This design comes from an exercise in tuning for small area and few clock cycles on the open sky130 flow, not from production work.
In this exercise RTL edits were held to simulation tests only and were not proved equivalent to the original.
The clock port is modelled as an ideal driver, which makes a skipped or thinned clock tree look cheaper than it is; a real chip needs a root buffer or a tree.
Power and IR drop assume default switching activity.

==> inputs of v1 <==
Design nmea_rmc_sentence_parser, start of the top module:
module nmea_rmc_sentence_parser #(
    parameter int MAX_SENTENCE_LEN = 100,
    parameter int FRACTION_DIGITS  = 4
) (
    input  logic        aclk,
    input  logic        aresetn,
    input  logic        s_tvalid,
    output logic        s_tready,
    input  logic [7:0]  s_tdata,    
    output logic        m_tvalid,
    input  logic        m_tready,
    output logic [87:0] m_tdata
);
    localparam logic [26:0] LAT_LIMIT = 27'd90000000;
    localparam logic [27:0] LON_LIMIT = 28'd180000000;
    function automatic logic [6:0] lfsr_next(input logic [6:0] s);
        lfsr_next = {s[5:0], s[6] ^ s[5]};
    endfunction
    function automatic logic [6:0] lfsr_after(input int n);
        logic [6:0] s;
        s = 7'd1;
        for (int i = 0; i < n; i++) s = lfsr_next(s);
        lfsr_after = s;
    endfunction
    localparam logic [6:0] LEN_ONE  = 7'd1;
    localparam logic [6:0] LEN_OVER = lfsr_after(MAX_SENTENCE_LEN);
    function automatic logic [29:0] mul10_add(input logic [29:0] x, input logic [3:0] d);
        logic [29:0] s;
        logic        c;
        logic        c2, c3;
        s[0] = d[0];
        s[1] = x[0] ^ d[1];
        c2   = x[0] & d[1];
        s[2] = x[1] ^ d[2] ^ c2;
        c3   = (x[1] & d[2]) | (x[1] & c2) | (d[2] & c2);
        s[3] = x[2] ^ x[0] ^ d[3] ^ c3;
        c    = (x[2] & x[0]) | (x[2] & d[3]) | (x[2] & c3)
             | (x[0] & d[3]) | (x[0] & c3) | (d[3] & c3);
        for (int i = 4; i < 30; i++) begin
            s[i] = x[i-1] ^ x[i-3] ^ c;
            c    = (x[i-1] & x[i-3]) | (x[i-1] & c) | (x[i-3] & c);
        end
        mul10_add = s;
    endfunction
    function automatic logic [3:0] inc4(input logic [3:0] x);
        inc4 = {x[3] ^ (x[2] & x[1] & x[0]), x[2] ^ (x[1] & x[0]), x[1] ^ x[0], !x[0]};
    endfunction
    function automatic logic [2:0] inc3(input logic [2:0] x);
        inc3 = {x[2] ^ (x[1] & x[0]), x[1] ^ x[0], !x[0]};
    endfunction
    function automatic logic [15:0] add16(input logic [15:0] a, input logic [15:0] b);
        logic c;
        c = 1'b0;
        for (int i = 0; i < 16; i++) begin
            add16[i] = a[i] ^ b[i] ^ c;
            c        = (a[i] & b[i]) | (a[i] & c) | (b[i] & c);
        end
    endfunction
    function automatic logic [15:0] add16c(input logic [15:0] a, input logic [15:0] b,
                                           input logic ci);
        logic c;
  ...
clock: 12.0 ns
lec_check: 0
cap_margin: 20
core_margin: 2
core_utilization: 40
slew_margin: 20
standard.sh (not shown) runs the stock make flow with config.mk's settings and CLKGATE_MAP_FILE= SYNTH_SCRIPT=/design/flow/synth_recipe.tcl, a recipe that flattens the netlist after the stock synthesis.
==> flow/flow/run.sh <==
#!/bin/bash
# The standard layout (the standard.sh, standard synthesis included), with two changes:
# - the port buffers use the smallest buffer cell (buf_1);
# - the clock tree is built by flow/mcts.tcl (ORFS's PRE_CTS_TCL hook) instead of
#   clock_tree_synthesis: one root clkbuf_4 driving eight clkbuf_8, each driving an equal,
#   compact group of flip-flops. The rest of the CTS step (placement legalization, timing
#   repair) and all later steps are ORFS's own.
# Every tool's output is in orfs/logs; make's output in flow.log.
set -euo pipefail
export MCTS_CLOCK_PORT=aclk
export MCTS_LEVELS=3
export MCTS_LEAF_BUF=sky130_fd_sc_hd__clkbuf_8
export MCTS_ROOT_BUF=sky130_fd_sc_hd__clkbuf_4
bash standard.sh \
    BUFFER_PORTS_ARGS="-buffer_cell sky130_fd_sc_hd__buf_1" \
    PRE_CTS_TCL="$(pwd)/flow/mcts.tcl" \
    finish > flow.log 2>&1
==> flow/flow/mcts.tcl <==
# Clock tree, used in place of clock_tree_synthesis (this file is ORFS's PRE_CTS_TCL hook,
# sourced just before the CTS step calls clock_tree_synthesis).
# The clock's sinks are split by position into 2^MCTS_LEVELS groups of equal size (recursive
# median cuts along the longer side), each group is driven by one MCTS_LEAF_BUF placed at
# the group's centroid, and one MCTS_ROOT_BUF at the centroid of all sinks drives the group
# buffers. The clock port drives only the root buffer. Every sink sees the same two buffer
# stages; detailed placement then legalizes the new buffers, and the CTS step goes on with
# its own timing repair as usual.

proc mcts_split {items axis} {
    set keyed {}
    foreach it $items { lappend keyed [list [lindex $it $axis] $it] }
    set keyed [lsort -integer -index 0 $keyed]
    set n [llength $keyed]
    set h [expr {$n / 2}]
    set a {}
    set b {}
    for {set i 0} {$i < $n} {incr i} {
        if {$i < $h} { lappend a [lindex $keyed $i 1] } else { lappend b [lindex $keyed $i 1] }
    }
    return [list $a $b]
}

proc mcts_centroid {items} {
    set sx 0
    set sy 0
    foreach it $items {
        incr sx [lindex $it 0]
        incr sy [lindex $it 1]
    }
    set n [llength $items]
    return [list [expr {$sx / $n}] [expr {$sy / $n}]]
}

proc mcts_add_buf {block master name x y in_net out_name} {
    set inst [odb::dbInst_create $block $master $name]
    $inst setLocation $x $y
    $inst setPlacementStatus PLACED
    set net [odb::dbNet_create $block $out_name]
    $net setSigType CLOCK
    [$inst findITerm A] connect $in_net
    [$inst findITerm X] connect $net
    return $net
}

proc mcts_build {clock_port levels leaf_buf root_buf} {
    set block [ord::get_db_block]
    set db [ord::get_db]
    set clk_net [[$block findBTerm $clock_port] getNet]
    set leaf_master [$db findMaster $leaf_buf]
    set root_master [$db findMaster $root_buf]
    set items {}
    foreach it [$clk_net getITerms] {
        set bb [[$it getInst] getBBox]
        lappend items [list [expr {([$bb xMin] + [$bb xMax]) / 2}] \
                            [expr {([$bb yMin] + [$bb yMax]) / 2}] $it]
    }
    puts "mcts: [llength $items] clock sinks on [$clk_net getName]"
    set groups [list $items]
    for {set l 0} {$l < $levels} {incr l} {
        set next {}
        foreach g $groups {
            set xs {}
            set ys {}
            foreach it $g {
                lappend xs [lindex $it 0]
                lappend ys [lindex $it 1]
            }
            set xs [lsort -integer $xs]
            set ys [lsort -integer $ys]
            set axis [expr {([lindex $xs end] - [lindex $xs 0]) >= ([lindex $ys end] - [lindex $ys 0]) ? 0 : 1}]
            foreach part [mcts_split $g $axis] { lappend next $part }
        }
        set groups $next
    }
    # Disconnect every sink first, then wire the tree.
    foreach it $items { [lindex $it 2] disconnect }
    lassign [mcts_centroid $items] rx ry
    set root_net [mcts_add_buf $block $root_master mcts_root $rx $ry $clk_net mcts_root_net]
    puts "mcts: root $root_buf at ($rx, $ry)"
    set i 0
    foreach g $groups {
        lassign [mcts_centroid $g] cx cy
        set net [mcts_add_buf $block $leaf_master mcts_leaf_$i $cx $cy $root_net mcts_leaf_net_$i]
        foreach it $g { [lindex $it 2] connect $net }
        puts "mcts: leaf $i $leaf_buf at ($cx, $cy) drives [llength $g] clock pins"
        incr i
    }
}

rename clock_tree_synthesis mcts_unused_clock_tree_synthesis
proc clock_tree_synthesis {args} {
    mcts_build $::env(MCTS_CLOCK_PORT) $::env(MCTS_LEVELS) $::env(MCTS_LEAF_BUF) $::env(MCTS_ROOT_BUF)
    set_propagated_clock [all_clocks]
}
==> v25: changes against v1 <==
==> flow/flow/run.sh (replaced) <==
#!/bin/bash
# The standard layout (the standard.sh, standard synthesis included), with two changes:
# the port buffers use the smallest buffer cell, and the clock tree is built without dummy
# loads from the clock buffers listed below. Every tool's output is in orfs/logs; make's
# output in flow.log.
set -euo pipefail
bash standard.sh \
    BUFFER_PORTS_ARGS="-buffer_cell sky130_fd_sc_hd__buf_1" \
    CTS_ARGS="-sink_clustering_enable -repair_clock_nets -buf_list sky130_fd_sc_hd__clkbuf_8 -sink_clustering_size 30 -sink_clustering_max_diameter 100 -dont_use_dummy_load" \
    finish > flow.log 2>&1
removed: flow/flow/mcts.tcl
==> qor summary <==
| metric | v25 | v1 |
|---|---|---|
| Final worst path period share | 0.976 | 0.976 |
| P per Cell Area | 100 nW/um^2 | 93.8 nW/um^2 |
| GR Util met1 | 0.294 | 0.295 |
| Total Wirelength | 23.6 mm | 23.5 mm |
| Number of global-route vias before repair | 7291 | 7226 |
| Post-Layout Inst Area | 9770 sq um | 9650 sq um |
| Outcome | complete, no violations | complete, no violations |
| Clock distribution power | 0.266 mW | 0.195 mW |
| Portion of total power attributed to sequential cells | 0.516 | 0.556 |
| Global-route track usage on met2 | 0.322 | 0.321 |
| Post-layout utilization of the core | 0.446 | 0.441 |
| Area taken by multi-input logic gates | 5640 sq um | 5640 sq um |
| Met2 wire len | 10.6 mm | 10.5 mm |
| 1st-pass router iterations | 5 | 7 |
| Seq area share | 0.300 | 0.304 |
| Total global-route track usage | 0.206 | 0.198 |
| Period minus WS final | 11.72 ns | 11.71 ns |
| Worst-case clock skew | 0.0233 ns | 0.0100 ns |
| Met3 WL | 1.31 mm | 1.06 mm |
Testbench counts of v1, summed over its fixed seeds: cycles 117,293.
Testbench counts of v25, summed over its fixed seeds: cycles 117,293.
In v1 the design's own scripts or RTL, not TritonCTS, make the clock network.

-- what the ideal ports hide --
Ports are ideal in the flow. The routed layouts listed here were re-timed in OpenROAD.
Step 1 (the two cells are an assumption about what drives the block):
set clk [get_ports {aclk}]
set_driving_cell -lib_cell sky130_fd_sc_hd__clkbuf_16 $clk
set_driving_cell -lib_cell sky130_fd_sc_hd__buf_2 [delete_from_list [all_inputs] $clk]
Step 2, shift: input delay + t, output delay - t, t = (earliest + latest rising clock arrival at the registers) / 2. This alone moves slack from input paths to output paths.
a / b / c = ideal / step 1 / step 2; a / b = the first two.
run	t (ns)	slack for setup (ns)	worst setup path at the end	worst register clock-pin slew, ns	worst slew at a driven data input, ns
v1	0.539	0.291 / 0.306 / -0.233	input to register	0.11 / 0.11	0.03
v25	0.470	0.284 / 0.300 / -0.170	input to register	0.08 / 0.08	0.03
With both steps, setup timing fails in v1 and v25, where it was met with ideal ports. For v1, which loses most, drivers alone change the setup slack by +0.015 ns; drivers and shift together by -0.524 ns.
